Source: an optimization exercise on an open RTL-to-GDS flow (aim: small area). Production flows keep margins and buffers that such runs may drop. Only simulation tests tie the RTL to the original design; equivalence was not proved.

$ cat flow/design.v
module r_debug_mw #(
   parameter int ADDR_BYTES  = 4,
   parameter int MAX_WORDS   = 16,
   parameter int TIMEOUT_CYC = 4096
) (
   input  logic        clk,
   input  logic        reset,
   output logic [63:0] O_TDATA,
   output logic        O_TVALID,
   output logic        O_TLAST,
   input  logic        O_TREADY,
   input  logic [63:0] I_TDATA,
   input  logic        I_TVALID,
   input  logic        I_TLAST,
   output logic        I_TREADY,
   output logic [7:0]  tx_data,
   output logic        tx_has_data,
   input  logic        tx_data_consume,
   input  logic [7:0]  rx_data,
   output logic        rx_has_space,
   input  logic        rx_data_produce,
   output logic        busy,
   output logic        err_sticky
);
   localparam bit CSUM = 1'b0;
   localparam int WIDX = (MAX_WORDS > 1) ? $clog2(MAX_WORDS) : 1;
   localparam logic [7:0] MAXW8 = 8'(MAX_WORDS);
   localparam logic [7:0] OP_WR = 8'h01, OP_RD = 8'h02, OP_WRS = 8'h03, OP_PING = 8'h04, OP_FILL = 8'h05;
   typedef enum logic [3:0] {IDLE, CNT, ADDR, PAYLOAD, MREQ, MRESP, TXDATA, TXACK, ERR} state_t;
   state_t state;
   logic [7:0]  op, n, bi, reply, nbeats, csum, rcsum;
   logic [31:0] addr, tcnt;
   logic [1:0]  acnt;
   logic [10:0] pcnt, plen;
   logic [31:0] wbuf [MAX_WORDS];
   logic [63:0] sr;
   logic [3:0]  sr_cnt;
   logic [8:0]  wrem, hi_w, lo_w;
   logic [31:0] hi_d, lo_d;
   logic        first, tmo, drain, tx_ld, sent, rx_ok, last_pay;
   assign rx_ok        = rx_data_produce && rx_has_space;
   assign rx_has_space = (state == IDLE) || (state == CNT) || (state == ADDR) || (state == PAYLOAD);
   assign busy         = (state != IDLE);
   assign I_TREADY     = drain || (state == MRESP && (op != OP_RD || sr_cnt == 4'd0));
   assign plen         = (op == OP_FILL) ? 11'd4 : {1'b0, n, 2'b00};
   assign last_pay     = CSUM ? (pcnt == plen) : (pcnt == plen - 11'd1);
   assign nbeats       = 8'(({1'b0, n} + {8'd0, addr[2]} + 9'd1) >> 1);
   assign O_TLAST      = O_TVALID && ((op == OP_RD) ? (bi == 8'd0) : (bi == nbeats));
   always_comb begin
      hi_w = {bi, 1'b0} - 9'd1 - {8'd0, addr[2]};
      lo_w = hi_w - 9'd1;
      hi_d = wbuf[0];
      lo_d = wbuf[0];
      if (op != OP_FILL) begin
         hi_d = (hi_w < 9'(MAX_WORDS)) ? wbuf[WIDX'(hi_w)] : 32'd0;
         lo_d = (lo_w < 9'(MAX_WORDS)) ? wbuf[WIDX'(lo_w)] : 32'd0;
      end
      if (bi == 8'd1 && addr[2]) lo_d = 32'd0;
      if (bi == 8'd0)
         O_TDATA = {((op == OP_RD) ? 8'h02 : 8'h01), nbeats,
                    (addr[2] ? 8'hF0 : 8'hFF), ((addr[2] ^ ~n[0]) ? 8'hFF : 8'h0F),
                    addr & 32'hFFFF_FFF8};
      else
         O_TDATA = {hi_d, lo_d};
   end
   always_ff @(posedge clk)
      if (state == PAYLOAD && rx_ok && pcnt < plen)
         wbuf[WIDX'(pcnt >> 2)][8*pcnt[1:0] +: 8] <= rx_data;
   always_ff @(posedge clk) begin
      if (reset) begin
         state <= IDLE; op <= '0; n <= '0; bi <= '0; reply <= '0; addr <= '0; acnt <= '0;
         pcnt <= '0; sr <= '0; sr_cnt <= '0; wrem <= '0; first <= 1'b0; tmo <= 1'b0;
         drain <= 1'b0; tx_ld <= 1'b0; sent <= 1'b0; tcnt <= '0; csum <= '0; rcsum <= '0;
         O_TVALID <= 1'b0; tx_data <= '0; tx_has_data <= 1'b0; err_sticky <= 1'b0;
      end else begin
         tx_ld <= 1'b0;
         if (tx_ld) tx_has_data <= 1'b1;
         else if (tx_data_consume) tx_has_data <= 1'b0;
         if (sr_cnt != 4'd0 && !tx_ld && !tx_has_data) begin
            tx_data <= sr[7:0];
            tx_ld   <= 1'b1;
            sr      <= sr >> 8;
            sr_cnt  <= sr_cnt - 4'd1;
            rcsum   <= rcsum ^ sr[7:0];
         end
         if (rx_ok) csum <= (state == IDLE) ? rx_data : (csum ^ rx_data);
         if (drain && I_TVALID && I_TLAST) drain <= 1'b0;
         case (state)
            IDLE: begin
               addr <= '0; tmo <= 1'b0; rcsum <= '0;
               if (rx_ok) begin
                  op <= rx_data;
                  if (rx_data == OP_PING) begin reply <= 8'hA5; state <= TXACK; end
                  else if (rx_data == OP_WR || rx_data == OP_RD || rx_data == OP_WRS || rx_data == OP_FILL) state <= CNT;
                  else state <= ERR;
               end
            end
            CNT: if (rx_ok) begin
               n <= rx_data; acnt <= '0;
               state <= (rx_data == 8'd0 || rx_data > MAXW8) ? ERR : ADDR;
            end
            ADDR: if (rx_ok) begin
               addr[8*acnt +: 8] <= rx_data;
               acnt <= acnt + 2'd1;
               if (acnt == 2'(ADDR_BYTES - 1)) begin
                  pcnt <= '0; bi <= '0;
                  if (op == OP_RD) begin O_TVALID <= 1'b1; state <= MREQ; end
                  else state <= PAYLOAD;
               end
            end
            PAYLOAD: if (rx_ok) begin
               pcnt <= pcnt + 11'd1;
               if (last_pay) begin
                  if (CSUM && (csum ^ rx_data) != 8'd0) begin
                     reply <= 8'h55; err_sticky <= 1'b1; state <= TXACK;
                  end else begin
                     O_TVALID <= 1'b1; state <= MREQ;
                  end
               end
            end
            MREQ: if (O_TREADY) begin
               if (O_TLAST) begin
                  O_TVALID <= 1'b0; state <= MRESP; tcnt <= '0; first <= 1'b1; wrem <= {1'b0, n};
               end else bi <= bi + 8'd1;
            end
            MRESP: begin
               if (I_TVALID && I_TREADY && !drain) begin
                  tcnt <= '0;
                  if (op == OP_RD) begin
                     first <= 1'b0;
                     if (first && addr[2]) begin
                        sr <= {32'd0, I_TDATA[63:32]}; sr_cnt <= 4'd4; wrem <= wrem - 9'd1;
                     end else if (wrem >= 9'd2) begin
                        sr <= I_TDATA; sr_cnt <= 4'd8; wrem <= wrem - 9'd2;
                     end else if (wrem != 9'd0) begin
                        sr <= {32'd0, I_TDATA[31:0]}; sr_cnt <= 4'd4; wrem <= 9'd0;
                     end
                     if (I_TLAST) state <= TXDATA;
                  end else if (I_TLAST) begin
                     if (op == OP_WRS) begin reply <= 8'hAA; state <= TXACK; end
                     else state <= IDLE;
                  end
               end else if (TIMEOUT_CYC != 0 && !I_TVALID) begin
                  if (tcnt == 32'(TIMEOUT_CYC - 1)) begin
                     err_sticky <= 1'b1; drain <= 1'b1; tmo <= 1'b1;
                     if (op == OP_RD) state <= TXDATA;
                     else if (op == OP_WRS) begin reply <= 8'hEE; state <= TXACK; end
                     else state <= IDLE;
                  end else tcnt <= tcnt + 32'd1;
               end
            end
            TXDATA: if (sr_cnt == 4'd0 && !tx_ld && !tx_has_data) begin
               if (wrem != 9'd0) begin
                  sr <= '0; sr_cnt <= 4'd4; wrem <= wrem - 9'd1;
               end else if (tmo) begin reply <= 8'hEE; state <= TXACK; end
               else if (CSUM) begin reply <= rcsum; state <= TXACK; end
               else state <= IDLE;
            end
            TXACK, ERR: begin
               if (!sent && !tx_ld && !tx_has_data) begin
                  tx_data <= (state == ERR) ? 8'hEE : reply;
                  tx_ld   <= 1'b1;
                  sent    <= 1'b1;
                  if (state == ERR) err_sticky <= 1'b1;
               end else if (sent && !tx_ld && !tx_has_data) begin
                  sent <= 1'b0; state <= IDLE;
               end
            end
            default: state <= IDLE;
         endcase
      end
   end
endmodule
$ cat flow/run.sh
#!/bin/bash
# synth_recipe.tcl (not shown) runs the flow's synth.tcl, then flattens the netlist and writes it again
# the make line also repeats each setting of config.mk as NAME=value (left out here)
make -C /OpenROAD-flow-scripts/flow DESIGN_CONFIG=/design/flow/config.mk WORK_HOME=/design/flow/orfs CLKGATE_MAP_FILE= SYNTH_SCRIPT=/design/flow/synth_recipe.tcl finish
$ cat flow/config.mk
export PLATFORM = sky130hd
export DESIGN_NAME = r_debug_mw
export DESIGN_NICKNAME = r_debug_mw
export VERILOG_FILES = /design/flow/design.v
export SDC_FILE = /design/flow/constraint.sdc
export NUM_CORES = 4
export LEC_CHECK = 0
export CAP_MARGIN = 20
export CORE_MARGIN = 2
export CORE_UTILIZATION = 40
export SLEW_MARGIN = 20
$ cat flow/constraint.sdc
create_clock -name core_clock -period 6.0 [get_ports {clk}]
set_input_delay 1.2000 -clock core_clock [delete_from_list [all_inputs] [get_ports {clk}]]
set_output_delay 1.2000 -clock core_clock [all_outputs]
set_load 0.01 [all_outputs]
==> flow_metrics.env <==
export IMPL_status="timing/DRC/antenna clean"
export IMPL_min_path_type="reg -> reg"
export IMPL_cp_slowest_cell="ha_4"
export IMPL_crit_arrival_ns=4.60
export IMPL_critPathMaxFanout=42
export IMPL_yosysWarnings=1
export IMPL_syn_avg_cell_area_um2=12.5
export IMPL_powerDensity_nw_per_um2=282
export IMPL_cap_violations=0
export IMPL_end_kind="output port"
export IMPL_dr_pass1_iters=6
export IMPL_port_buffers=157
export IMPL_drtAntennaViolNets=0
export IMPL_skew_ns=0.0174
export IMPL_viasPerCell=6.29
export IMPL_hold_viol=0
export IMPL_cts_buffers=77
export IMPL_synth_ff_type="edfxtp_1"
export IMPL_syn_area_um2=36300
export IMPL_tns_ns=0
export IMPL_cp_start_kind="flip-flop"
export IMPL_yosys_register_bits=713
export IMPL_die_w_um=305
export IMPL_drcViolationCount=0
export IMPL_finalMaxSlewViolations=0
export IMPL_grt_pass1_vias=26286
export IMPL_wirelength_um=113000
export IMPL_start_util=0.404
export IMPL_grtUsageTotal=0.239
export IMPL_routedWlPerCell_um=26.8
export IMPL_place_gp_congestion=0.890
export IMPL_antenna_found_initial=4
export IMPL_cts_sinks=713
export IMPL_postCtsHoldBufs=0
export IMPL_dieArea_um2=93300
export IMPL_rows=110
export IMPL_worstMarginPinSlew_ns=1.16
export IMPL_yosys_top_cells_area="edfxtp_1 42%, mux4_2 18%, dfxtp_1 11%, nand2_1 4.3%, a21oi_1 2.3%"
export IMPL_cts_tree="done"
export IMPL_finalNonFillerCells=4224
export IMPL_crit_top_cell="mux4_2"
export IMPL_grt_max_degree=115
export IMPL_irDropWorstVdd_mv=0.240
export IMPL_io_pins=158
export IMPL_finalSetupViolCount=0
export IMPL_fmax_mhz=172
export IMPL_synthArstFlopShare=0
export IMPL_cp_required_ns=4.80
export IMPL_clk_path_buf_depth=3
export IMPL_die_h_um=305
export IMPL_area_growth_pct=15.3
export IMPL_nets=3092
export IMPL_hpwl_um=73400
export IMPL_ctsResizeCount=0
export IMPL_synth_most_common_cell="edfxtp_1"
export IMPL_cts_setup_buffers=0
export IMPL_synth_common_cells="512 x edfxtp_1, 413 x nand2_1, 288 x mux4_2, 201 x dfxtp_1, 192 x clkbuf_1"
export IMPL_synth_top_area_cell="edfxtp_1"
export IMPL_p_leak_nw=13.5
export IMPL_root_buffer="clkbuf_16"
export IMPL_synthCells=2919
export IMPL_power_mw=11.8
export IMPL_grt_setup_unrepaired="no"
export IMPL_drt_iter0_drc=3047
export IMPL_synth_edf_count=512
export IMPL_grt_pass1_wl_um=168000
export IMPL_slew_headroom=0.227
export IMPL_grt_overflow=0
export IMPL_path_class="reg -> out"
export IMPL_vias=26551
export IMPL_clkSlewWorstSetupHoldPaths_ns=0.06
export IMPL_ys_seq_area_frac=0.534
export IMPL_worstSkewPairLatency_ns=0.65
export IMPL_coreArea_um2=90000
export IMPL_h_tree_depth=3
export IMPL_finalCritPeriodShare=0.966
export IMPL_critPathMaxStageDelay_ns=0.66
export IMPL_synth_top_area_share=0.423
export IMPL_dp_cells=4079
export IMPL_synth_cell_types=81
export IMPL_layout_drive_gt1_share=0.176
export IMPL_syn_num_nets=3029
export IMPL_crit_chain="inv_1 > ha_4 > buf_6 > mux4_2 > mux4_2 > a221oi_1 > nor2_1 > clkdlybuf4s50_1"
export IMPL_min_period_ns=5.80
[final cells by class]
cell class / instances / area (µm²)
multi-input combinational: 1935 / 16100
sequential: 713 / 19400
clock inverter: 44 / 543
antenna: 3 / 7.51
fill: 7902 / 48100
inverter: 34 / 128
clock buffer: 98 / 2120
timing repair buffer: 221 / 2170
tap: 1176 / 1470
[path summary, 6_finish.rpt]
| check | start | to | slack, ns | cells past startpoint |
|---|---|---|---|---|
| worst max register to register | op[7] | wbuf[6][11] | 1.13 | 13 |
| worst min register to register | reply[5] | reply[5] | 0.45 | 2 |
| worst min-delay path | reply[5] | reply[5] | 0.45 | 2 |
| worst max-delay path | bi[1] | O_TDATA[56] | 0.20 | 8 |
[stage by stage]
step / area, µm² / worst slack [ns] / hold WS (ns) / utilization
finish: 41900 / 0.202 / 0.451 / 0.466
global route: 41900 / 0.0135 / 0.474 / 0.466
CTS: 41900 / 0.00987 / 0.452 / 0.465
detailed placement: 39200 / 0.691 / 0.442 / 0.436
global placement: 39200 / 0.801 / 0.434 / 0.436
floorplan: 36300 / 1.39 / 0.422 / -
[state kept, by name, summed over array words and instances, names as in the netlist, 2 cells and up]
register / count
acnt: 2
addr: 30
bi: 8
n: 8
op: 8
pcnt: 11
reply: 5
sr: 64
sr_cnt: 4
state: 4
tcnt: 32
tx_data: 8
wbuf: 512
wrem: 9
[power breakdown]
group          switching [mW]  internal, mW
combinational           0.945         0.492
clock                    2.03          2.98
sequential             0.0673          5.28
total                    3.04          8.76
[logic make-up (layout without fill, tap and decap cells)]
logic type,count (synthesis),count (layout),synth area share
AND/OR/NAND/NOR,1038,1038,0.137
buffers and inverters,271,397,0.0291
flip-flops,713,713,0.534
AO/OA/AOI/OAI,492,492,0.0879
multiplexers,336,336,0.192
other,0,3,0
adder cells (fa/ha/maj),31,31,0.0107
XOR/XNOR,38,38,0.00916
[critical path: cells and delay by family (launching register included)]
kind	cells	cell delay, ns
adders and majority gates	1	0.66
muxes	2	0.86
DFF	1	0.42
buffers and inverters	3	1.18
AOI/OAI and AO/OA	1	0.62
and+or+nand+nor	1	0.17
[metal layers]
| metal | GRT usage | up-vias | wire length (µm) |
|---|---|---|---|
| li1 | - | 11481 | - |
| met1 | 0.306 | 13388 | 43900 |
| met2 | 0.389 | 1396 | 54100 |
| met3 | 0.0489 | 284 | 10200 |
| met4 | 0.111 | 2 | 5160 |
| met5 | 0 | - | 13 |
[layout by cell type (no fill, tap or decap), types with 28 or more instances in the layout]
master,n
edfxtp_1,512
nand2_1,412
mux4_2,288
dfxtp_1,199
nor2_1,186
a21oi_1,169
clkdlybuf4s50_1,156
and3_1,108
nand3_1,99
clkbuf_16,79
o21ai_0,76
buf_4,54
a22oi_1,49
nor3_1,42
nand3b_1,40
inv_1,32
a32oi_1,32
ha_1,29
mux2i_1,28

-- re-timing with driven ports --
The results above use ideal ports. As a check the final layout listed here was re-extracted and re-timed, cells and wires unchanged.
Step 1 sets driving cells, clkbuf_16 on the clock port and buf_2 on the other inputs (assumed; they add their load-dependent delay and slew).
Step 2 adds t to the input delays and takes it off the output delays; t is the mean of the earliest and latest rising clock arrival at the registers after step 1. Input paths then give back, and output paths get back, about the clock's delay inside the block.
Slacks: no drivers / after step 1 / after step 2; pairs: no drivers / after step 1.
shift t [ns]: 0.708
setup WS [ns]: 0.202 / 0.131 / 0.839
hold WS [ns]: 0.451 / 0.451 / 0.451
worst data-port slew with drivers (ns): 0.08
After both steps this run still meets setup and hold. For this run, drivers alone change the setup slack by -0.071 ns; drivers and shift together by +0.637 ns.
